From an optimization exercise on the open Yosys and OpenROAD flow, aimed at small area, a short achievable clock period and few clock cycles per item; shortcuts taken in it are not production practice. At most, simulation tests tie the RTL to the original design; equivalence was not proved. No activity file was given, so power comes from the tool's default toggle rates.

## alpha
## redmule_mx_encoder
module redmule_mx_encoder #(
  parameter int DATA_W = 256,
  parameter int BITW = 16,
  parameter int NUM_LANES = 8
) (
  input logic clk_i,
  input logic rst_i,
  input logic fp16_valid_i,
  output logic fp16_ready_o,
  input logic [NUM_LANES*BITW-1:0] fp16_data_i,
  output logic mx_val_valid_o,
  input logic mx_val_ready_i,
  output logic [DATA_W-1:0] mx_val_data_o,
  output logic mx_exp_valid_o,
  input logic mx_exp_ready_i,
  output logic [7:0] mx_exp_data_o
);
==> flow/config.mk <==
export PLATFORM = sky130hd
export DESIGN_NAME = redmule_mx_encoder
export DESIGN_NICKNAME = redmule_mx_encoder
export VERILOG_FILES = /design/flow/design.v
export SDC_FILE = /design/flow/constraint.sdc
export NUM_CORES = 8
export LEC_CHECK = 0
export CAP_MARGIN = 20
export CORE_MARGIN = 2
export CORE_UTILIZATION = 55
export CTS_CLUSTER_DIAMETER = 150
export CTS_CLUSTER_SIZE = 25
export GPL_ROUTABILITY_DRIVEN = 0
export PLACE_DENSITY = 0.65
export SLEW_MARGIN = 20
export SYNTH_HIERARCHICAL = 1
==> flow/constraint.sdc <==
create_clock -name core_clock -period 55.0 [get_ports {clk_i}]
set_input_delay 11.0000 -clock core_clock [delete_from_list [all_inputs] [get_ports {clk_i}]]
set_output_delay 11.0000 -clock core_clock [all_outputs]
set_load 0.01 [all_outputs]
standard.sh (not shown) runs the stock make flow with config.mk's settings and CLKGATE_MAP_FILE= SYNTH_SCRIPT=/design/flow/synth_recipe.tcl, a recipe that flattens the netlist after the stock synthesis.
==> flow/flow/run.sh <==
#!/bin/bash
# Own layout flow: the standard ORFS flow, with these changes:
#  - synthesis is the standard flow's own script (synth_recipe.tcl) with yosys's generic "abc -fast" pass
#    skipped (SYNTH_ARGS=-noabc) and the final ABC mapping script replaced: flow/abc_leaf.script
#    for the small combinational modules, flow/abc_top.script for the top module. Registers and
#    their names are untouched by either change;
#  - the port buffers are sky130_fd_sc_hd__buf_2 instead of the default choice, and the output
#    ports' buffers become sky130_fd_sc_hd__buf_1 after global placement (flow/post_gpl.tcl);
#  - repair_timing aims for a setup margin of flow/margin.txt ns.
# ORFS writes each step's log under orfs/logs; make's own output goes to make.log here.
set -euo pipefail
W=$PWD
FL=$W/flow
RES=$W/orfs/results/$FLOW_PLATFORM/redmule_mx_encoder/base
MARGIN=$(cat $FL/margin.txt)
cat > $W/own_synth.tcl <<EOT
proc abc {args} {
  set i [lsearch -exact \$args -script]
  set leaf \$args
  lset leaf [expr {\$i + 1}] $FL/abc_leaf.script
  set top \$args
  lset top [expr {\$i + 1}] $FL/abc_top.script
  yosys abc {*}\$leaf redmule_mx_enc redmule_mx_norm
  yosys abc {*}\$top $FLOW_TOP
}
source $W/synth_recipe.tcl
EOT
export BUFFER_PORTS_ARGS="-buffer_cell sky130_fd_sc_hd__buf_2"
export SETUP_SLACK_MARGIN=$MARGIN
export SYNTH_ARGS=-noabc
if [[ -f $FL/post_gpl.tcl ]]; then export POST_GLOBAL_PLACE_TCL=$FL/post_gpl.tcl; fi
make -C $FLOW_HOME DESIGN_CONFIG=$W/config.mk WORK_HOME=$W/orfs CLKGATE_MAP_FILE= \
  SYNTH_SCRIPT=$W/own_synth.tcl "BUFFER_PORTS_ARGS=$BUFFER_PORTS_ARGS" \
  SETUP_SLACK_MARGIN=$MARGIN SYNTH_ARGS=-noabc finish > $W/make.log 2>&1
: # left out here: write the final layout as DEF
==> flow/flow/abc_leaf.script <==
&get -n
&st
&deepsyn -J 300 -T 900
&st
&dch -f
&nf -R 1000
&put
==> flow/flow/abc_top.script <==
&get -n
&st
&deepsyn -J 300 -T 900
&st
&dch -f
&nf -R 1000
&put
==> flow/flow/margin.txt <==
42.5
==> flow/flow/post_gpl.tcl <==
# The output ports drive only their 0.01 pF load: give their buffers the smallest drive.
set n 0
foreach bt [[ord::get_db_block] getBTerms] {
  if {[$bt getIoType] ne "OUTPUT"} continue
  foreach it [[$bt getNet] getITerms] {
    if {![$it isOutputSignal]} continue
    set inst [$it getInst]
    if {[[$inst getMaster] getName] eq "sky130_fd_sc_hd__buf_2"} {
      replace_cell [get_cells [$inst getName]] sky130_fd_sc_hd__buf_1
      incr n
    }
  }
}
puts "post_gpl: $n output port buffers set to sky130_fd_sc_hd__buf_1"
Testbench counts of alpha, summed over its fixed seeds: cycles 2,064, blocks 512.
Setup changes, alpha to beta
Settings: a deleted GPL_ROUTABILITY_DRIVEN that had been 0; a change of CORE_UTILIZATION from 55 to 40; a change of PLACE_DENSITY from 0.65 to 0.5.
--- a/flow/flow/run.sh
+++ b/flow/flow/run.sh
@@ -7,2 +7 @@
-#  - the port buffers are sky130_fd_sc_hd__buf_2 instead of the default choice, and the output
-#    ports' buffers become sky130_fd_sc_hd__buf_1 after global placement (flow/post_gpl.tcl);
+#  - the port buffers are sky130_fd_sc_hd__buf_2 instead of the default choice;
@@ -31 +29,0 @@
-if [[ -f $FL/post_gpl.tcl ]]; then export POST_GLOBAL_PLACE_TCL=$FL/post_gpl.tcl; fi
==> flow/flow/abc_leaf.script <==
&get -n
&st
&deepsyn -T 60
&st
&dch -f
&nf -R 1000
&put
==> flow/flow/abc_top.script <==
&get -n
&st
&dch -f
&nf -R 1000
&st
&syn2
&dch -f
&nf -R 1000
&st
&syn2
&dch -f
&nf -R 1000
&put
removed: flow/flow/post_gpl.tcl
Results
| post-placement setup slack | beta vs alpha | 0.16 ns lower |
When beta is set beside alpha, its total power turns out to be about 12% larger.
Comparing alpha and beta, the higher final critical-path required period was measured on beta.
beta has sequential share of layout area below what alpha had.
Per the comparison of beta with alpha, share of the cycle needed by the critical path after routing level, global routing met3 resource utilization went down, total placed cells including tap cells up 6.5%.
[inputs] gamma vs beta
Settings: PLACE_DENSITY now 0.65, was 0.5; CORE_UTILIZATION now 55, was 40.
--- a/flow/flow/run.sh
+++ b/flow/flow/run.sh
@@ -7 +7,2 @@
-#  - the port buffers are sky130_fd_sc_hd__buf_2 instead of the default choice;
+#  - the port buffers are sky130_fd_sc_hd__buf_2 instead of the default choice, and the output
+#    ports' buffers become sky130_fd_sc_hd__buf_1 after global placement (flow/post_gpl.tcl);
@@ -29,0 +31 @@
+if [[ -f $FL/post_gpl.tcl ]]; then export POST_GLOBAL_PLACE_TCL=$FL/post_gpl.tcl; fi
==> flow/flow/post_gpl.tcl (new file) <==
# The output ports drive only their 0.01 pF load: give their buffers the smallest drive.
set n 0
foreach bt [[ord::get_db_block] getBTerms] {
  if {[$bt getIoType] ne "OUTPUT"} continue
  foreach it [[$bt getNet] getITerms] {
    if {![$it isOutputSignal]} continue
    set inst [$it getInst]
    if {[[$inst getMaster] getName] eq "sky130_fd_sc_hd__buf_2"} {
      replace_cell [get_cells [$inst getName]] sky130_fd_sc_hd__buf_1
      incr n
    }
  }
}
puts "post_gpl: $n output port buffers set to sky130_fd_sc_hd__buf_1"
Notes after the runs:
- Diff beta -> gamma: via count rose 2.0%; DRC violation count after routing about even; fraction of power spent switching nets fell 0.22 points.
- | wire length on met1 | gamma vs beta | 18% lower |
- gamma vs. beta: number of detailed-routing iterations run before antenna repair shrank by 1, final area went down, sequential share of layout area increased by 0.68 points relative to the old numbers, fraction of final layout cells sized beyond drive strength 1 went down by 6.6 points, area share of and/or/nand/nor cells after synthesis neither gained nor lost much.
## Diff of input files: delta against gamma
Settings: changing CORE_UTILIZATION from 55 to 40; changing PLACE_DENSITY from 0.65 to 0.5; removing CTS_CLUSTER_DIAMETER (formerly 150); removing CTS_CLUSTER_SIZE (formerly 25).
--- a/flow/flow/run.sh
+++ b/flow/flow/run.sh
@@ -7,2 +7 @@
-#  - the port buffers are sky130_fd_sc_hd__buf_2 instead of the default choice, and the output
-#    ports' buffers become sky130_fd_sc_hd__buf_1 after global placement (flow/post_gpl.tcl);
+#  - the port buffers are sky130_fd_sc_hd__buf_2 instead of the default choice;
@@ -31 +29,0 @@
-if [[ -f $FL/post_gpl.tcl ]]; then export POST_GLOBAL_PLACE_TCL=$FL/post_gpl.tcl; fi
removed: flow/flow/post_gpl.tcl
Findings:
- Summary — power consumed by sequential cells, delta relative to gamma: higher, by about 1%.
- The number of setup buffers added after CTS in delta sits 1 above the value recorded for gamma.
- Looking only at clock-buffer cell count, and setting everything else aside, the lower value of delta and gamma goes to gamma.
- Between delta and gamma, the placeable core region is lower for gamma.
- Non-clock buffer count for delta is higher than for gamma.
- Any difference in maximum frequency between delta and gamma is small enough to ignore.
- [compare] base=gamma new=delta: cell count went up, layout overhead on the synthesized area went up.
diff inputs: delta => epsilon
Settings: CTS_CLUSTER_SIZE: unset -> 25; CTS_CLUSTER_DIAMETER: unset -> 150; PLACE_DENSITY: 0.5 -> 0.65; CORE_UTILIZATION: 40 -> 55.
--- a/flow/flow/run.sh
+++ b/flow/flow/run.sh
@@ -7 +7,2 @@
-#  - the port buffers are sky130_fd_sc_hd__buf_2 instead of the default choice;
+#  - the port buffers are sky130_fd_sc_hd__buf_2 instead of the default choice, and the output
+#    ports' buffers become sky130_fd_sc_hd__buf_1 after global placement (flow/post_gpl.tcl);
@@ -29,0 +31 @@
+if [[ -f $FL/post_gpl.tcl ]]; then export POST_GLOBAL_PLACE_TCL=$FL/post_gpl.tcl; fi
==> flow/flow/abc_leaf.script <==
&get -n
&st
&deepsyn -J 300 -T 900
&st
&dch -f
&nf -R 1000
&put
==> flow/flow/abc_top.script <==
&get -n
&st
&deepsyn -J 300 -T 900
&st
&dch -f
&nf -R 1000
&put
==> flow/flow/post_gpl.tcl (new file) <==
# The ports' buffers get the smallest drive: the outputs drive only their 0.01 pF load, and the
# repair that follows upsizes any input buffer on a critical path.
set n 0
foreach bt [[ord::get_db_block] getBTerms] {
  set dir [$bt getIoType]
  if {$dir ne "OUTPUT" && $dir ne "INPUT"} continue
  foreach it [[$bt getNet] getITerms] {
    set inst [$it getInst]
    if {[[$inst getMaster] getName] ne "sky130_fd_sc_hd__buf_2"} continue
    if {$dir eq "OUTPUT" && ![$it isOutputSignal]} continue
    if {$dir eq "INPUT" && ![$it isInputSignal]} continue
    replace_cell [get_cells [$inst getName]] sky130_fd_sc_hd__buf_1
    incr n
  }
}
puts "post_gpl: $n port buffers set to sky130_fd_sc_hd__buf_1"
### Flow results
- Sort delta and epsilon by post-detailed-route via-to-cell ratio, descending, and epsilon comes first.
- Compare delta and epsilon | number of cells on the worst reg-to-reg path lower: delta
- Cmp epsilon vs delta: cell internal power dissipation lower in epsilon

========
redmule_mx_encoder, a different RTL version from the one above (not shown whole).
Size: roughly 4800 cells after synthesis, roughly 460 flip-flops, about 400 I/O pins, roughly 40000 um2 of cells after synthesis.
export LEC_CHECK = 0
export CAP_MARGIN = 0
export CORE_MARGIN = 2
export CORE_UTILIZATION = 45
export PLACE_DENSITY = 0.6
export SLEW_MARGIN = 0
create_clock -name core_clock -period 55.0 [get_ports {clk_i}]
run.sh (not shown) runs the stock make flow with config.mk's settings and CLKGATE_MAP_FILE= SYNTH_SCRIPT=/design/flow/synth_recipe.tcl, a recipe that flattens the netlist after the stock synthesis.
Stock flow here: none of the scripts above is used.
Testbench counts at the start, summed over its fixed seeds: cycles 2,064, blocks 512.
==> next run, changes <==
--- a/flow/config.mk
+++ b/flow/config.mk
@@ -8 +8 @@
-export CAP_MARGIN = 0
+export CAP_MARGIN = 20
@@ -10,3 +10,3 @@
-export CORE_UTILIZATION = 45
-export PLACE_DENSITY = 0.6
-export SLEW_MARGIN = 0
+export CORE_UTILIZATION = 20
+export PLACE_DENSITY = 0.35
+export SLEW_MARGIN = 20
The changed run passed the timing, DRC and antenna checks.
Clock skew goes up by 14 ps.
Power went up by a little under a tenth.
Global-route usage fell by 15 points.
Hold slack stays flat.

========
Setup of the previous run:
The RTL this note starts from:
==> flow/design.v <==
module redmule_mx_norm (
  input logic [15:0] x_i,
  output logic [11:0] el_o
);
  logic [9:0] m, pre, h;
  logic [5:0] ks;
  logic [4:0] fs;
  logic enz;
  assign m = x_i[9:0];
  assign enz = |x_i[14:10];
  always_comb begin
    pre[9] = 1'b0;
    for (int i = 8; i >= 0; i--) pre[i] = pre[i + 1] | m[i + 1];
  end
  assign h = m & ~pre;
  always_comb begin
    ks = '0;
    for (int i = 0; i < 10; i++) ks = ks | ({6{h[i]}} & 6'(i + 23));
  end
  assign fs[4] = |(h[9:1] & m[8:0]);
  assign fs[3] = |(h[9:2] & m[7:0]);
  assign fs[2] = |(h[9:3] & m[6:0]);
  assign fs[1] = |(h[9:4] & m[5:0]);
  assign fs[0] = |(m[4:0] & pre[8:4]);
  assign el_o[11] = x_i[15];
  assign el_o[10:5] = enz ? {1'b1, x_i[14:10]} : ks;
  assign el_o[4:0] = enz ? {m[9:6], |m[5:0]} : fs;
endmodule
module redmule_mx_enc (
  input logic [11:0] el_i,
  input logic [5:0] kn_i,
  output logic [7:0] q_o
);
  logic [4:0] f, g;
  logic [5:0] k, j;
  logic [6:0] cy;
  logic co, rnd, nrm, sat, s0, s1, s2, s3, nz;
  logic [2:0] r;
  logic [3:0] sub;
  logic [6:0] c;
  assign f = el_i[4:0];
  assign k = el_i[10:5];
  assign co = &f[4:1];
  assign cy[0] = co;
  always_comb
    for (int i = 0; i < 6; i++) begin
      j[i] = k[i] ^ kn_i[i] ^ cy[i];
      cy[i + 1] = (k[i] & kn_i[i]) | (cy[i] & (k[i] ^ kn_i[i]));
    end
  assign rnd = f[1] & (f[0] | f[2]);
  assign r[0] = f[2] ^ rnd;
  assign r[1] = f[3] ^ (f[2] & f[1]);
  assign r[2] = f[4] ^ (f[3] & f[2] & f[1]);
  assign g = co ? 5'd0 : f;
  assign nz = |j[3:0];
  assign nrm = (j[5] && j[4] && nz) || (j == 6'd0);
  assign sat = (j == 6'd0) || (&j[3:0] && &r);
  assign s0 = j == 6'd48;
  assign s1 = j == 6'd47;
  assign s2 = j == 6'd46;
  assign s3 = j == 6'd45;
  always_comb begin
    sub = 4'd0;
    if (s0) sub = 4'd4 + 4'(g[4:3]) + 4'(g[2] & (g[1] | g[0] | g[3]));
    if (s1) sub = 4'd2 + 4'(g[4]) + 4'(g[3] & ((|g[2:0]) | g[4]));
    if (s2) sub = 4'd1 + 4'(g[4]);
    if (s3) sub = 4'(|g);
  end
  assign c[6:3] = nrm ? (j[3:0] | {4{sat}}) : {3'b000, sub[3]};
  assign c[2:0] = nrm ? (sat ? 3'b110 : r) : sub[2:0];
  assign q_o = {el_i[11], c};
endmodule
module redmule_mx_encoder #(
  parameter int DATA_W = 256,
  parameter int BITW = 16,
  parameter int NUM_LANES = 8
) (
  input logic clk_i,
  input logic rst_i,
  input logic fp16_valid_i,
  output logic fp16_ready_o,
  input logic [NUM_LANES*BITW-1:0] fp16_data_i,
  output logic mx_val_valid_o,
  input logic mx_val_ready_i,
  output logic [DATA_W-1:0] mx_val_data_o,
  output logic mx_exp_valid_o,
  input logic mx_exp_ready_i,
  output logic [7:0] mx_exp_data_o
);
  localparam int EW = 12;
  logic [NUM_LANES*EW-1:0] w_norm;
  logic [NUM_LANES*EW-1:0] r_c, r_d;
  logic [127:0] r_a, r_b;
  logic [EW-1:0] w_el [32];
  logic [255:0] w_enc;
  logic [5:0] r_km, w_kmax, w_kn;
  logic [47:0] w_kl, r_kl;
  logic r_klv;
  logic [8:0] w_col [6];
  logic [8:0] w_alive [7];
  logic w_special;
  logic [1:0] r_cnt, w_cnt;
  logic r_full, w_full, r_rdy, w_rdy, r_val_v, w_val_v, r_exp_v, w_exp_v;
  logic [7:0] r_exp;
  logic w_acc, w_go, w_lda, w_ldb, w_hda, w_hdb;
  for (genvar l = 0; l < NUM_LANES; l++) begin : g_norm
    redmule_mx_norm u_norm (.x_i(fp16_data_i[BITW*l +: BITW]), .el_o(w_norm[EW*l +: EW]));
    assign w_kl[6*l +: 6] = w_norm[EW*l + 5 +: 6];
  end
  always_comb
    for (int l = 0; l < NUM_LANES; l++) begin
      w_el[l] = r_c[EW*l +: EW];
      w_el[8 + l] = r_d[EW*l +: EW];
      w_el[16 + l] = r_a[EW*l +: EW];
      w_el[24 + l] = r_b[EW*l +: EW];
    end
  always_comb
    for (int b = 0; b < 6; b++) begin
      for (int i = 0; i < 8; i++) w_col[b][i] = r_kl[6*i + b] & r_klv;
      w_col[b][8] = r_km[b];
    end
  assign w_alive[6] = '1;
  always_comb
    for (int b = 5; b >= 0; b--) begin
      w_kmax[b] = |(w_alive[b + 1] & w_col[b]);
      w_alive[b] = w_alive[b + 1] & (w_col[b] | {9{!w_kmax[b]}});
    end
  assign w_special = &w_kmax;
  assign w_kn = w_kmax == 6'd0 ? 6'd16 : ~w_kmax;
  for (genvar i = 0; i < 32; i++) begin : g_enc
    logic [7:0] q;
    redmule_mx_enc u_enc (.el_i(w_el[i]), .kn_i(w_kn), .q_o(q));
    assign w_enc[8*i +: 8] = w_special ? 8'h7F : q;
  end
  assign w_acc = fp16_valid_i && r_rdy;
  assign w_lda = r_rdy && r_cnt == 2'd2;
  assign w_ldb = r_rdy && r_cnt == 2'd3;
  assign w_hda = !(w_go || w_lda);
  assign w_hdb = !(w_go || w_ldb);
  assign w_go = r_full && !r_exp_v;
  always_comb begin
    w_cnt = r_cnt + 2'(w_acc);
    w_full = (r_full && !w_go) || (w_acc && r_cnt == 2'd3);
    w_val_v = w_go || (r_val_v && !mx_val_ready_i);
    w_exp_v = w_go || (r_exp_v && !mx_exp_ready_i);
    case (w_cnt)
      2'd0: w_rdy = !w_full || !w_exp_v;
      2'd1: w_rdy = 1'b1;
      default: w_rdy = !w_val_v;
    endcase
  end
  always_ff @(posedge clk_i) begin
    if (rst_i) begin
      r_cnt <= '0;
      r_full <= 1'b0;
      r_rdy <= 1'b1;
      r_val_v <= 1'b0;
      r_exp_v <= 1'b0;
      r_klv <= 1'b0;
      r_km <= '0;
    end else begin
      r_klv <= w_acc;
      r_km <= w_go ? 6'd0 : w_kmax;
      r_cnt <= w_cnt;
      r_full <= w_full;
      r_rdy <= w_rdy;
      r_val_v <= w_val_v;
      r_exp_v <= w_exp_v;
    end
  end
  always_ff @(posedge clk_i) begin
    r_kl <= w_kl;
    if (r_rdy && r_cnt == 2'd0) r_c <= w_norm;
    if (r_rdy && r_cnt == 2'd1) r_d <= w_norm;
    r_a[95:0] <= ({96{w_go}} & w_enc[95:0]) | ({96{w_lda}} & w_norm) | ({96{w_hda}} & r_a[95:0]);
    r_b[95:0] <= ({96{w_go}} & w_enc[223:128]) | ({96{w_ldb}} & w_norm) | ({96{w_hdb}} & r_b[95:0]);
    if (w_go) begin
      r_a[127:96] <= w_enc[127:96];
      r_b[127:96] <= w_enc[255:224];
    end
    if (w_go) r_exp <= w_special ? 8'hFF : w_kmax == 6'd0 ? 8'h00 : 8'(w_kmax) + 8'd72;
  end
  assign fp16_ready_o = r_rdy;
  assign mx_val_valid_o = r_val_v;
  assign mx_exp_valid_o = r_exp_v;
  assign mx_val_data_o = {r_b, r_a};
  assign mx_exp_data_o = r_exp;
endmodule
Settings: LEC_CHECK=0, CAP_MARGIN=20, CORE_MARGIN=2, CORE_UTILIZATION=40, PLACE_DENSITY=0.5, SLEW_MARGIN=20, SYNTH_HIERARCHICAL=1; clock period 55.0 ns.
standard.sh (not shown) runs the stock make flow with config.mk's settings and CLKGATE_MAP_FILE= SYNTH_SCRIPT=/design/flow/synth_recipe.tcl, a recipe that flattens the netlist after the stock synthesis.
==> flow/flow/run.sh <==
#!/bin/bash
# Own layout flow: the standard ORFS flow, with three changes:
#  - synthesis is the standard flow's own script (synth_recipe.tcl) with only the ABC mapping script
#    replaced by flow/abc.script; registers and their names are untouched;
#  - the port buffers are sky130_fd_sc_hd__buf_2 instead of the default choice;
#  - repair_timing aims for extra setup margin (FLOW_SETUP_MARGIN, ns).
# Each tool's output goes to the ORFS logs under orfs/logs and to make.log here.
set -euo pipefail
W=$PWD
FL=$W/flow
RES=$W/orfs/results/$FLOW_PLATFORM/redmule_mx_encoder/base
MARGIN=$(cat $FL/margin.txt 2>/dev/null || echo 0)
cat > $W/own_synth.tcl <<EOT
proc abc {args} {
  set i [lsearch -exact \$args -script]
  if {\$i >= 0} { lset args [expr {\$i + 1}] $FL/abc.script }
  yosys abc {*}\$args
}
source $W/synth_recipe.tcl
EOT
export BUFFER_PORTS_ARGS="-buffer_cell sky130_fd_sc_hd__buf_2"
export SETUP_SLACK_MARGIN=$MARGIN
make -C $FLOW_HOME DESIGN_CONFIG=$W/config.mk WORK_HOME=$W/orfs CLKGATE_MAP_FILE= \
  SYNTH_SCRIPT=$W/own_synth.tcl "BUFFER_PORTS_ARGS=$BUFFER_PORTS_ARGS" \
  SETUP_SLACK_MARGIN=$MARGIN finish > $W/make.log 2>&1
: # left out here: write the final layout as DEF
==> flow/flow/abc.script <==
&get -n
&st
&deepsyn -T 60
&st
&dch -f
&nf -R 1000
&put
Scripts as last shown in full above: flow/flow/margin.txt
The previous run did not stop at any stage, and its layout met the timing, DRC and antenna checks.
Input-level comparison between the current run and the previous run:
==> flow/flow/margin.txt <==
43.0
==> comparison <==
- Top fanout value on the critical path in the current run is 8 below the previous run.
- As far as number of register bits inferred by synthesis goes, the current run and the previous run are indistinguishable; the numbers are identical.
- For first-pass GRT wire length, dividing the value from the previous run by the value from the current run gives 0.939.
- Sequential share of layout area on the current run is down relative to the previous run.
- The current run vs. the previous run: wire length reported by the detailed router went up by 10000 um, post-layout instance area went up by 5500 um^2, sum of routed wire segments on met1 went up by about 5%.
- The current run has completed all stages; timing, DRC and antenna checks passed.
- From the previous run to the current run, proportion of synthesized flip-flops having asynchronous set or reset did not move at all.
Function was not checked in any run of this note: the RTL went through the layout flow alone.

==> static timing again, ports no longer ideal <==
The results above use ideal ports. As a check the final layouts listed here were re-extracted and re-timed, cells and wires unchanged.
Step 1 sets driving cells, clkbuf_16 on the clock port and buf_2 on the other inputs (assumed; they add their load-dependent delay and slew).
Step 2 moves the port delays by t, midway between the first and last clock arrival at a register: inputs arrive t later, outputs are due t later. That takes back most of the time a late clock gives input paths.
Three values: ideal ports, drivers, drivers and shift; two values: the first two.
run | t, ns | setup WS [ns] | clock arrival spread, ns | cell pins on the clock port's net
alpha | 0.673 | 42.552 / 42.487 / 41.955 | 0.022 / 0.021 | 1
beta | 0.669 | 42.537 / 42.470 / 41.966 | 0.023 / 0.023 | 1
gamma | 0.657 | 42.553 / 42.486 / 41.979 | 0.030 / 0.031 | 1
delta | 0.673 | 42.559 / 42.493 / 41.977 | 0.031 / 0.031 | 1
epsilon | 0.657 | 42.554 / 42.488 / 41.944 | 0.025 / 0.024 | 1
the first run of note 2 | 0.726 | 41.538 / 41.538 / 40.984 | 0.027 / 0.027 | 1
the second run of note 2 | 0.768 | 41.010 / 41.010 / 40.844 | 0.040 / 0.041 | 1
the previous run | 0.676 | 42.556 / 42.484 / 41.947 | 0.028 / 0.028 | 1
the current run | 0.697 | 42.750 / 42.681 / 42.179 | 0.041 / 0.041 | 1
After both steps setup and hold are still met in every run listed. For epsilon, which loses most, drivers alone change the setup slack by -0.066 ns; drivers and shift together by -0.610 ns.
